Background: an optimization exercise with open tools, aiming at a short achievable clock period and few clock cycles. Do not read the settings as production practice.
Only simulation tests tie the RTL to the original design; equivalence was not proved.
Power figures rest on the tool's default switching activity, not on a simulated workload.

`design.v`:
```
package mips_pkg;
    typedef logic [31:0] word_t;
    typedef logic [4:0]  reg_addr_t;
    typedef enum logic [5:0] {
        OP_SPECIAL = 6'h00,
        OP_J       = 6'h02,
        OP_BEQ     = 6'h04,
        OP_BNE     = 6'h05,
        OP_ADDIU   = 6'h09,
        OP_LW      = 6'h23,
        OP_SW      = 6'h2b
    } opcode_e;
    typedef enum logic [5:0] {
        FN_ADDU = 6'h21,
        FN_SUBU = 6'h23,
        FN_AND  = 6'h24,
        FN_OR   = 6'h25,
        FN_SLT  = 6'h2a
    } funct_e;
    typedef enum logic [2:0] {
        ALU_ADD,
        ALU_SUB,
        ALU_AND,
        ALU_OR,
        ALU_SLT
    } alu_op_e;
    localparam reg_addr_t REG_LINK = 5'd28;
    typedef struct packed {
        logic      en;
        reg_addr_t addr;
        word_t     data;
    } rf_write_t;
    typedef struct packed {
        logic  valid;
        word_t pc4;
        word_t instr;
    } if_id_t;
    typedef struct packed {
        logic      valid;
        alu_op_e   alu_op;
        logic      b_is_imm;
        word_t     rs_data;
        word_t     rt_data;
        word_t     imm;
        reg_addr_t dest;
        logic      wr_en;
        logic      mem_rd;
        logic      mem_wr;
    } id_ex_t;
    typedef struct packed {
        word_t     alu_data;
        word_t     store_data;
        reg_addr_t dest;
        logic      wr_en;
        logic      mem_rd;
        logic      mem_wr;
    } ex_mem_t;
endpackage
`timescale 1ns/1ps
module fetch_stage #(
    parameter mips_pkg::word_t RESET_PC = 32'h0040_0000
) (
    input  logic             clk,
    input  logic             arst_n,
    input  logic             ena,
    input  logic             stall,
    input  logic             redirect,
    input  mips_pkg::word_t  target,
    input  mips_pkg::word_t  instr,
    output mips_pkg::word_t  pc,
    output mips_pkg::if_id_t if_id
);
    mips_pkg::word_t pc4;
    assign pc4 = pc + 32'd4;
    always_ff @(posedge clk or negedge arst_n) begin
        if (!arst_n) begin
            pc <= RESET_PC;
        end else if (ena && !stall) begin
            pc <= redirect ? target : pc4;
        end
    end
    always_ff @(posedge clk or negedge arst_n) begin
        if (!arst_n) begin
            if_id <= '0;
        end else if (ena && !stall) begin
            if_id.valid <= !redirect;
            if_id.pc4   <= pc4;
            if_id.instr <= instr;
        end
    end
endmodule
`timescale 1ns/1ps
module reg_file (
    input  logic                clk,
    input  logic                arst_n,
    input  mips_pkg::rf_write_t wb,
    input  mips_pkg::reg_addr_t rs_addr,
    input  mips_pkg::reg_addr_t rt_addr,
    output mips_pkg::word_t     rs_data,
    output mips_pkg::word_t     rt_data,
    output mips_pkg::word_t     reg28
);
    mips_pkg::word_t regs [32];
    always_ff @(posedge clk or negedge arst_n) begin
        if (!arst_n) begin
            for (int i = 0; i < 32; i++) begin
                regs[i] <= '0;
            end
        end else if (wb.en && wb.addr != '0) begin
            regs[wb.addr] <= wb.data;
        end
    end
    assign rs_data = (rs_addr == '0) ? '0 :
                     (wb.en && wb.addr == rs_addr) ? wb.data : regs[rs_addr];
    assign rt_data = (rt_addr == '0) ? '0 :
                     (wb.en && wb.addr == rt_addr) ? wb.data : regs[rt_addr];
    assign reg28 = regs[mips_pkg::REG_LINK];
endmodule
`timescale 1ns/1ps
module decode_stage (
    input  logic                clk,
    input  logic                arst_n,
    input  logic                ena,
    input  mips_pkg::if_id_t    if_id,
    input  mips_pkg::rf_write_t ex_fwd,
    input  mips_pkg::rf_write_t mem_fwd,
    input  mips_pkg::rf_write_t wb,
    output logic                stall,
    output logic                redirect,
    output mips_pkg::word_t     target,
    output mips_pkg::id_ex_t    id_ex,
    output mips_pkg::word_t     reg28
);
    mips_pkg::opcode_e   op;
    mips_pkg::funct_e    fn;
    mips_pkg::reg_addr_t rs_addr;
    mips_pkg::reg_addr_t rt_addr;
    mips_pkg::reg_addr_t rd_addr;
    mips_pkg::reg_addr_t dest;
    mips_pkg::word_t     imm;
    mips_pkg::word_t     rf_rs;
    mips_pkg::word_t     rf_rt;
    mips_pkg::word_t     rs_val;
    mips_pkg::word_t     rt_val;
    mips_pkg::alu_op_e   alu_op;
    logic      b_is_imm;
    logic      wr_req;
    logic      mem_rd;
    logic      mem_wr;
    logic      use_rs;
    logic      use_rt;
    logic      is_beq;
    logic      is_bne;
    logic      is_j;
    logic      load_use;
    logic      taken;
    function automatic mips_pkg::word_t pick_operand(input mips_pkg::reg_addr_t addr, input mips_pkg::word_t rf_val,
                                           input logic ex_en, input mips_pkg::reg_addr_t ex_addr,
                                           input mips_pkg::word_t ex_data,
                                           input logic mem_en, input mips_pkg::reg_addr_t mem_addr,
                                           input mips_pkg::word_t mem_data);
        if (ex_en && ex_addr == addr)
            pick_operand = ex_data;
        else if (mem_en && mem_addr == addr)
            pick_operand = mem_data;
        else
            pick_operand = rf_val;
    endfunction
    reg_file reg_file_i (
        .clk(clk),
        .arst_n(arst_n),
        .wb(wb),
        .rs_addr(rs_addr),
        .rt_addr(rt_addr),
        .rs_data(rf_rs),
        .rt_data(rf_rt),
        .reg28(reg28)
    );
    assign op      = mips_pkg::opcode_e'(if_id.instr[31:26]);
    assign fn      = mips_pkg::funct_e'(if_id.instr[5:0]);
    assign rs_addr = if_id.instr[25:21];
    assign rt_addr = if_id.instr[20:16];
    assign rd_addr = if_id.instr[15:11];
    assign imm     = {{16{if_id.instr[15]}}, if_id.instr[15:0]};
    always_comb begin
        alu_op   = mips_pkg::ALU_ADD;
        b_is_imm = 1'b0;
        dest     = rd_addr;
        wr_req   = 1'b0;
        mem_rd   = 1'b0;
        mem_wr   = 1'b0;
        use_rs   = 1'b0;
        use_rt   = 1'b0;
        is_beq   = 1'b0;
        is_bne   = 1'b0;
        is_j     = 1'b0;
        case (op)
            mips_pkg::OP_SPECIAL: begin
                use_rs = 1'b1;
                use_rt = 1'b1;
                wr_req = 1'b1;
                case (fn)
                    mips_pkg::FN_ADDU: alu_op = mips_pkg::ALU_ADD;
                    mips_pkg::FN_SUBU: alu_op = mips_pkg::ALU_SUB;
                    mips_pkg::FN_AND:  alu_op = mips_pkg::ALU_AND;
                    mips_pkg::FN_OR:   alu_op = mips_pkg::ALU_OR;
                    mips_pkg::FN_SLT:  alu_op = mips_pkg::ALU_SLT;
                    default: begin
                        use_rs = 1'b0;
                        use_rt = 1'b0;
                        wr_req = 1'b0;
                    end
                endcase
            end
            mips_pkg::OP_ADDIU, mips_pkg::OP_LW: begin
                use_rs   = 1'b1;
                b_is_imm = 1'b1;
                dest     = rt_addr;
                wr_req   = 1'b1;
                mem_rd   = (op == mips_pkg::OP_LW);
            end
            mips_pkg::OP_SW: begin
                use_rs   = 1'b1;
                use_rt   = 1'b1;
                b_is_imm = 1'b1;
                mem_wr   = 1'b1;
            end
            mips_pkg::OP_BEQ, mips_pkg::OP_BNE: begin
                use_rs = 1'b1;
                use_rt = 1'b1;
                is_beq = (op == mips_pkg::OP_BEQ);
                is_bne = (op == mips_pkg::OP_BNE);
            end
            mips_pkg::OP_J:    is_j = 1'b1;
            default: ;
        endcase
    end
    assign rs_val = pick_operand(rs_addr, rf_rs, ex_fwd.en, ex_fwd.addr, ex_fwd.data,
                           mem_fwd.en, mem_fwd.addr, mem_fwd.data);
    assign rt_val = pick_operand(rt_addr, rf_rt, ex_fwd.en, ex_fwd.addr, ex_fwd.data,
                           mem_fwd.en, mem_fwd.addr, mem_fwd.data);
    assign load_use = id_ex.valid && id_ex.mem_rd && id_ex.wr_en &&
                      ((use_rs && id_ex.dest == rs_addr) || (use_rt && id_ex.dest == rt_addr));
    assign stall    = if_id.valid && load_use;
    assign taken    = (is_beq && rs_val == rt_val) || (is_bne && rs_val != rt_val) || is_j;
    assign redirect = if_id.valid && !stall && taken;
    assign target   = is_j ? {if_id.pc4[31:28], if_id.instr[25:0], 2'b00}
                           : if_id.pc4 + {imm[29:0], 2'b00};
    always_ff @(posedge clk or negedge arst_n) begin
        if (!arst_n) begin
            id_ex <= '0;
        end else if (ena) begin
            id_ex.valid    <= if_id.valid && !stall;
            id_ex.alu_op   <= alu_op;
            id_ex.b_is_imm <= b_is_imm;
            id_ex.rs_data  <= rs_val;
            id_ex.rt_data  <= rt_val;
            id_ex.imm      <= imm;
            id_ex.dest     <= dest;
            id_ex.wr_en    <= wr_req && (dest != '0);
            id_ex.mem_rd   <= mem_rd;
            id_ex.mem_wr   <= mem_wr;
        end
    end
endmodule
`timescale 1ns/1ps
module execute_stage (
    input  logic                clk,
    input  logic                arst_n,
    input  logic                ena,
    input  mips_pkg::id_ex_t    id_ex,
    output mips_pkg::rf_write_t ex_fwd,
    output mips_pkg::ex_mem_t   ex_mem
);
    mips_pkg::word_t b_operand;
    mips_pkg::word_t alu_res;
    assign b_operand = id_ex.b_is_imm ? id_ex.imm : id_ex.rt_data;
    always_comb begin
        case (id_ex.alu_op)
            mips_pkg::ALU_ADD: alu_res = id_ex.rs_data + b_operand;
            mips_pkg::ALU_SUB: alu_res = id_ex.rs_data - b_operand;
            mips_pkg::ALU_AND: alu_res = id_ex.rs_data & b_operand;
            mips_pkg::ALU_OR:  alu_res = id_ex.rs_data | b_operand;
            mips_pkg::ALU_SLT: alu_res = {31'd0, $signed(id_ex.rs_data) < $signed(b_operand)};
            default: alu_res = '0;
        endcase
    end
    assign ex_fwd.en   = id_ex.valid && id_ex.wr_en && !id_ex.mem_rd;
    assign ex_fwd.addr = id_ex.dest;
    assign ex_fwd.data = alu_res;
    always_ff @(posedge clk or negedge arst_n) begin
        if (!arst_n) begin
            ex_mem <= '0;
        end else if (ena) begin
            ex_mem.alu_data   <= alu_res;
            ex_mem.store_data <= id_ex.rt_data;
            ex_mem.dest       <= id_ex.dest;
            ex_mem.wr_en      <= id_ex.valid && id_ex.wr_en;
            ex_mem.mem_rd     <= id_ex.valid && id_ex.mem_rd;
            ex_mem.mem_wr     <= id_ex.valid && id_ex.mem_wr;
        end
    end
endmodule
`timescale 1ns/1ps
module mem_stage #(
    parameter integer DMEM_WORDS = 64
) (
    input  logic                clk,
    input  logic                arst_n,
    input  logic                ena,
    input  mips_pkg::ex_mem_t   ex_mem,
    output mips_pkg::rf_write_t mem_fwd,
    output mips_pkg::rf_write_t wb
);
    localparam integer ADDR_W = $clog2(DMEM_WORDS);
    mips_pkg::word_t             dmem [DMEM_WORDS];
    logic [ADDR_W-1:0] word_idx;
    mips_pkg::word_t             load_data;
    mips_pkg::rf_write_t         wb_q;
    assign word_idx = ex_mem.alu_data[ADDR_W+1:2];
    always_ff @(posedge clk) begin
        if (ena && ex_mem.mem_wr) begin
            dmem[word_idx] <= ex_mem.store_data;
        end
    end
    assign load_data = dmem[word_idx];
    assign mem_fwd.en   = ex_mem.wr_en;
    assign mem_fwd.addr = ex_mem.dest;
    assign mem_fwd.data = ex_mem.mem_rd ? load_data : ex_mem.alu_data;
    always_ff @(posedge clk or negedge arst_n) begin
        if (!arst_n) begin
            wb_q <= '0;
        end else if (ena) begin
            wb_q <= mem_fwd;
        end
    end
    assign wb.en   = wb_q.en && ena;
    assign wb.addr = wb_q.addr;
    assign wb.data = wb_q.data;
endmodule
`timescale 1ns/1ps
module cpu #(
    parameter mips_pkg::word_t RESET_PC   = 32'h0040_0000,
    parameter integer          DMEM_WORDS = 64
) (
    input  logic                clk,
    input  logic                arst_n,
    input  logic                ena,
    input  mips_pkg::word_t     instr,
    output mips_pkg::word_t     pc,
    output mips_pkg::rf_write_t wb,
    output mips_pkg::word_t     reg28
);
    logic      stall;
    logic      redirect;
    mips_pkg::word_t     target;
    mips_pkg::if_id_t    if_id;
    mips_pkg::id_ex_t    id_ex;
    mips_pkg::ex_mem_t   ex_mem;
    mips_pkg::rf_write_t ex_fwd;
    mips_pkg::rf_write_t mem_fwd;
    fetch_stage #(
        .RESET_PC(RESET_PC)
    ) fetch_i (
        .clk(clk),
        .arst_n(arst_n),
        .ena(ena),
        .stall(stall),
        .redirect(redirect),
        .target(target),
        .instr(instr),
        .pc(pc),
        .if_id(if_id)
    );
    decode_stage decode_i (
        .clk(clk),
        .arst_n(arst_n),
        .ena(ena),
        .if_id(if_id),
        .ex_fwd(ex_fwd),
        .mem_fwd(mem_fwd),
        .wb(wb),
        .stall(stall),
        .redirect(redirect),
        .target(target),
        .id_ex(id_ex),
        .reg28(reg28)
    );
    execute_stage execute_i (
        .clk(clk),
        .arst_n(arst_n),
        .ena(ena),
        .id_ex(id_ex),
        .ex_fwd(ex_fwd),
        .ex_mem(ex_mem)
    );
    mem_stage #(
        .DMEM_WORDS(DMEM_WORDS)
    ) mem_i (
        .clk(clk),
        .arst_n(arst_n),
        .ena(ena),
        .ex_mem(ex_mem),
        .mem_fwd(mem_fwd),
        .wb(wb)
    );
endmodule
```
`run.sh`:
```
#!/bin/bash
# synth_recipe.tcl (not shown) runs the flow's synth.tcl, then flattens the netlist and writes it again
# the make line also repeats each setting of config.mk as NAME=value (left out here)
make -C /OpenROAD-flow-scripts/flow DESIGN_CONFIG=/design/flow/config.mk WORK_HOME=/design/flow/orfs CLKGATE_MAP_FILE= SYNTH_SCRIPT=/design/flow/synth_recipe.tcl finish
```
`constraint.sdc`:
```
create_clock -name core_clock -period 10.0 [get_ports {clk}]
set_input_delay 2.0000 -clock core_clock [delete_from_list [all_inputs] [get_ports {clk}]]
set_output_delay 2.0000 -clock core_clock [all_outputs]
set_load 0.01 [all_outputs]
```
`config.mk`:
```
export PLATFORM = sky130hd
export DESIGN_NAME = cpu
export DESIGN_NICKNAME = cpu
export VERILOG_FILES = /design/flow/design.v
export SDC_FILE = /design/flow/constraint.sdc
export NUM_CORES = 4
export LEC_CHECK = 0
export CAP_MARGIN = 20
export CELL_PAD_IN_SITES_DETAIL_PLACEMENT = 1
export CELL_PAD_IN_SITES_GLOBAL_PLACEMENT = 2
export CORE_MARGIN = 2
export CORE_UTILIZATION = 35
export PLACE_DENSITY = 0.5
export SLEW_MARGIN = 20
```
==> notes.md <==
cell usage after synthesis (45+ instances only):
master / count / share of area
o21ai_0: 430 / 0.014
dfrtp_1: 1291 / 0.21
inv_1: 148 / 0.0037
nor2_1: 522 / 0.013
o221ai_1: 50 / 0.0029
a221oi_1: 354 / 0.021
a211oi_1: 56 / 0.0028
nand2_1: 633 / 0.016
buf_4: 57 / 0.0028
mux2_2: 1143 / 0.086
xnor2_1: 86 / 0.0050
mux2i_1: 324 / 0.022
nand3_1: 182 / 0.0061
clkbuf_1: 577 / 0.014
edfxtp_1: 2048 / 0.41
o211ai_1: 53 / 0.0026
and3_1: 187 / 0.0078
mux4_2: 110 / 0.016
o22ai_1: 105 / 0.0044
nor2b_1: 45 / 0.0019
a31oi_1: 78 / 0.0032
a2111oi_0: 52 / 0.0030
nor3_1: 112 / 0.0037
a22o_1: 116 / 0.0068
ha_1: 143 / 0.012
buf_1: 121 / 0.0030
a21oi_1: 466 / 0.016
a22oi_1: 694 / 0.035
nor4_1: 52 / 0.0022
nand4_1: 149 / 0.0062
buf_2: 169 / 0.0056
path summary, 6_finish.rpt:
kind,end,slack (ns),cells past startpoint,startpoint
hold / removal,fetch_i.if_id[58]$_DFFE_PN0P_,0.50,2,fetch_i.if_id[58]$_DFFE_PN0P_
setup / recovery,fetch_i.pc[30]$_DFFE_PN0P_,0.86,24,decode_i.id_ex[104]$_DFFE_PN0P_
min in group asynchronous,decode_i.reg_file_i.regs[14][27]$_DFFE_PN0P_,0.90,1,arst_n
hold reg to reg,fetch_i.if_id[58]$_DFFE_PN0P_,0.50,2,fetch_i.if_id[58]$_DFFE_PN0P_
setup reg to reg,fetch_i.pc[30]$_DFFE_PN0P_,0.86,24,decode_i.id_ex[104]$_DFFE_PN0P_
max in group asynchronous,decode_i.id_ex[105]$_DFFE_PN0P_,6.83,3,arst_n
worst max-delay path, stage by stage, from the launching register on:
cell and delay (ns):
dfrtp_1 0.33, buf_4 0.33, clkinv_1 0.14, buf_4 0.24, a21oi_1 0.49, ha_1 0.48, a21o_1 0.26, nand2b_1 0.16
or3_1 0.37, a211oi_1 0.90, o311ai_0 0.44, o21ai_0 0.32, a21oi_1 0.07, o21ai_0 0.90, o21ai_1 0.33, xor2_1 0.25
nor2_1 0.16, nand4_1 0.16, nor4_1 0.33, o2111ai_1 0.44, xor2_1 0.29, o21ai_2 0.68, and2b_2 0.36, inv_2 0.25
o32ai_1 0.33
through the flow:
step                      power [mW]  hold slack, ns  instances   util  instance area (sq um)
after detailed placement        29.7           0.482      16700  0.378                 162000
after global routing            45.4           0.529      17500  0.409                 175000
after global placement          29.5           0.474      16700  0.378                 162000
final                           44.3           0.496      17500  0.409                 175000
after floorplan                 23.0           0.449      11200      -                 150000
after CTS                       44.3           0.498      17400  0.408                 175000
layout by cell type (no fill, tap or decap), types with 375 or more instances in the layout:
master / synthesis / final
a22oi_1: 694 / 694
edfxtp_1: 2048 / 2048
mux2_2: 1143 / 1143
buf_4: 57 / 546
clkbuf_16: 0 / 397
nor2_1: 522 / 375
dfrtp_1: 1291 / 1243
o21ai_0: 430 / 423
a21oi_1: 466 / 462
nand2_1: 633 / 624
logic make-up (layout without fill, tap and decap cells):
group,count (synthesis),after routing,synth area share
muxes,1577,1577,0.124
xor gates and xnor gates,128,128,0.00746
AOI/OAI and AO/OA,2845,2845,0.134
other,0,41,0
and+or+nand+nor,2125,2125,0.0683
buffers and inverters,1087,1603,0.0303
adders and majority gates,146,146,0.0123
DFF,3340,3340,0.624
routing by layer:
metal | share of wire | up-vias | global-route usage | routed length [um]
li1 | - | 44300 | - | -
met4 | 0.075 | 28 | 0.227 | 61100
met1 | 0.39 | 61100 | 0.462 | 319000
met2 | 0.46 | 5694 | 0.591 | 377000
met5 | 0.00020 | - | 0 | 161
met3 | 0.070 | 1805 | 0.0602 | 56700
flip-flops by register name, summed over array words and instances (netlist names):
| register | count |
|---|---|
| mem_i.dmem | 2048 |
| decode_i.reg_file_i.regs | 992 |
| decode_i.id_ex | 93 |
| execute_i.ex_mem | 72 |
| fetch_i.if_id | 65 |
| mem_i.wb_q | 38 |
| fetch_i.pc | 32 |
area by class of cell:
cell class	count	area [sq um]
inverter	155	592
multi-input combinational	6821	53700
antenna	41	103
tap	5687	7120
timing repair buffer	734	6470
clock inverter	194	2010
sequential	3340	93900
clock buffer	520	10900
fill	43300	253000
power groups by stage:
stage | sequential (mW) | combinational, mW | clock, mW
after floorplan | 17.4 | 5.61 | 0
after global placement | 17.8 | 11.7 | 0
after detailed placement | 17.8 | 11.8 | 0
after CTS | 17.6 | 11.9 | 14.9
after global routing | 17.7 | 12.3 | 15.4
final | 17.6 | 12.0 | 14.7
==> metrics.cfg <==
[outcome]
outcome = no timing/DRC/antenna violations

[global_routing]
grt_pass1_wl_um = 1080000
grt_overflow = 0
grt_max_degree = 156
grt_pass1_vias = 113000
grt_antenna_before_repair = 73
grtUsageTotal = 0.367

[final_layout]
nets = 11600
area_delta_synth_final_pct = 16.2
drive_gt1_frac = 0.238

[clock_tree]
cts_root_buf = clkbuf_16
numCtsBuffers = 390
htreeDepth = 5
clkTransAtPathRegs_ns = 0.06
ctsResizeCount = 0
cts_hold_buf = 0
cts_sinks = 3340
cts_tree = done
post_cts_buffers = 0
clockBufferDepth = 4
clk-insertion-delay-late_ns = 1.04

[setup_path]
worstPathRequired_ns = 10.89
crit_type = flop to flop
crit_path_end_kind = flop
critPathLaunchType = flop
critPathArrivalTime_ns = 10.03
path_max_fanout = 27

[yosys]
syn_area_per_cell_sq_um = 13.4
synth.yosys.seq_area_share = 0.624
syn-num-nets = 11400
synthCells = 11200
ys_warn_count = 6
synth.ff_latch_count = 3340
synthDistinctLibCells = 98
synthArstFlopShare = 0.387
synth_edf_count = 2048
netlist_area_sq_mm = 0.150
synthFlopType = edfxtp_1

[hold_path]
hold_path.class = flop to flop

[flow_run]
cap_viol_max_count = 0

[die]
core_sq_mm = 0.428
io_pins = 137
start_util = 0.352
rows = 240
die_h_um = 659
die-area_sq_mm = 0.435
die_x_um = 659

[power_and_ir_drop]
leakagePower_nw = 66.2
combPwrFrac = 0.270
p_int_mw = 28.3
pwr-share-seq = 0.398
p_sw_mw = 16.0
pwr-share-clk = 0.332
p_sw_frac = 0.361
peakVddDrop_mv = 0.168
power.density_mw_per_mm2 = 253

[placed_design]
hpwl_um = 522000
io_buffers = 136
pre_cts_slack_ns = 0.827
gp_congestion = 0.926

[route]
wirelength_um = 814000
vias = 113000
ant_nets = 0
drcViolationCount = 0
drtIter0Drc = 13600
wl_per_cell_um = 46.5
vias_per_cell = 6.46
first_pass_iters = 6

[sta]
rsz0062_at_grt = false
slew_headroom = 0.120
setup_viol = 0
fin_tns_setup_ns = 0
worst_slack_ns = 0.861
period_minus_slack_ns = 9.14
tightest_slew_ns = 1.32
max_freq_ghz = 0.109
hold_violations = 0
post-route-period-util = 0.914
finalMaxSlewViolations = 0
fin_skew_ns = 0.0951

Testbench counts, summed over its fixed seeds: cycles 18,051.

==> port drivers added, routing unchanged <==
Ports are ideal in the flow. The routed layout listed here was re-timed in OpenROAD.
Step 1 sets driving cells, clkbuf_16 on the clock port and buf_2 on the other inputs (assumed; they add their load-dependent delay and slew).
Step 2 times the ports against the registers' clock, not the clock port: input delays grow and output delays shrink by t, the midpoint of the rising clock arrivals with the driver on.
Three values: ideal, step 1, step 2; two values: the first two.
shift t [ns]: 1.107
slack for setup (ns): 0.861 / 0.861 / 0.861
worst setup path at the end: register to register
pins driven straight from the clock port: 1
After both steps setup and hold are still met in this run. The setup slack of this run moves by 0.000 ns with the drivers and by 0.000 ns with both steps.
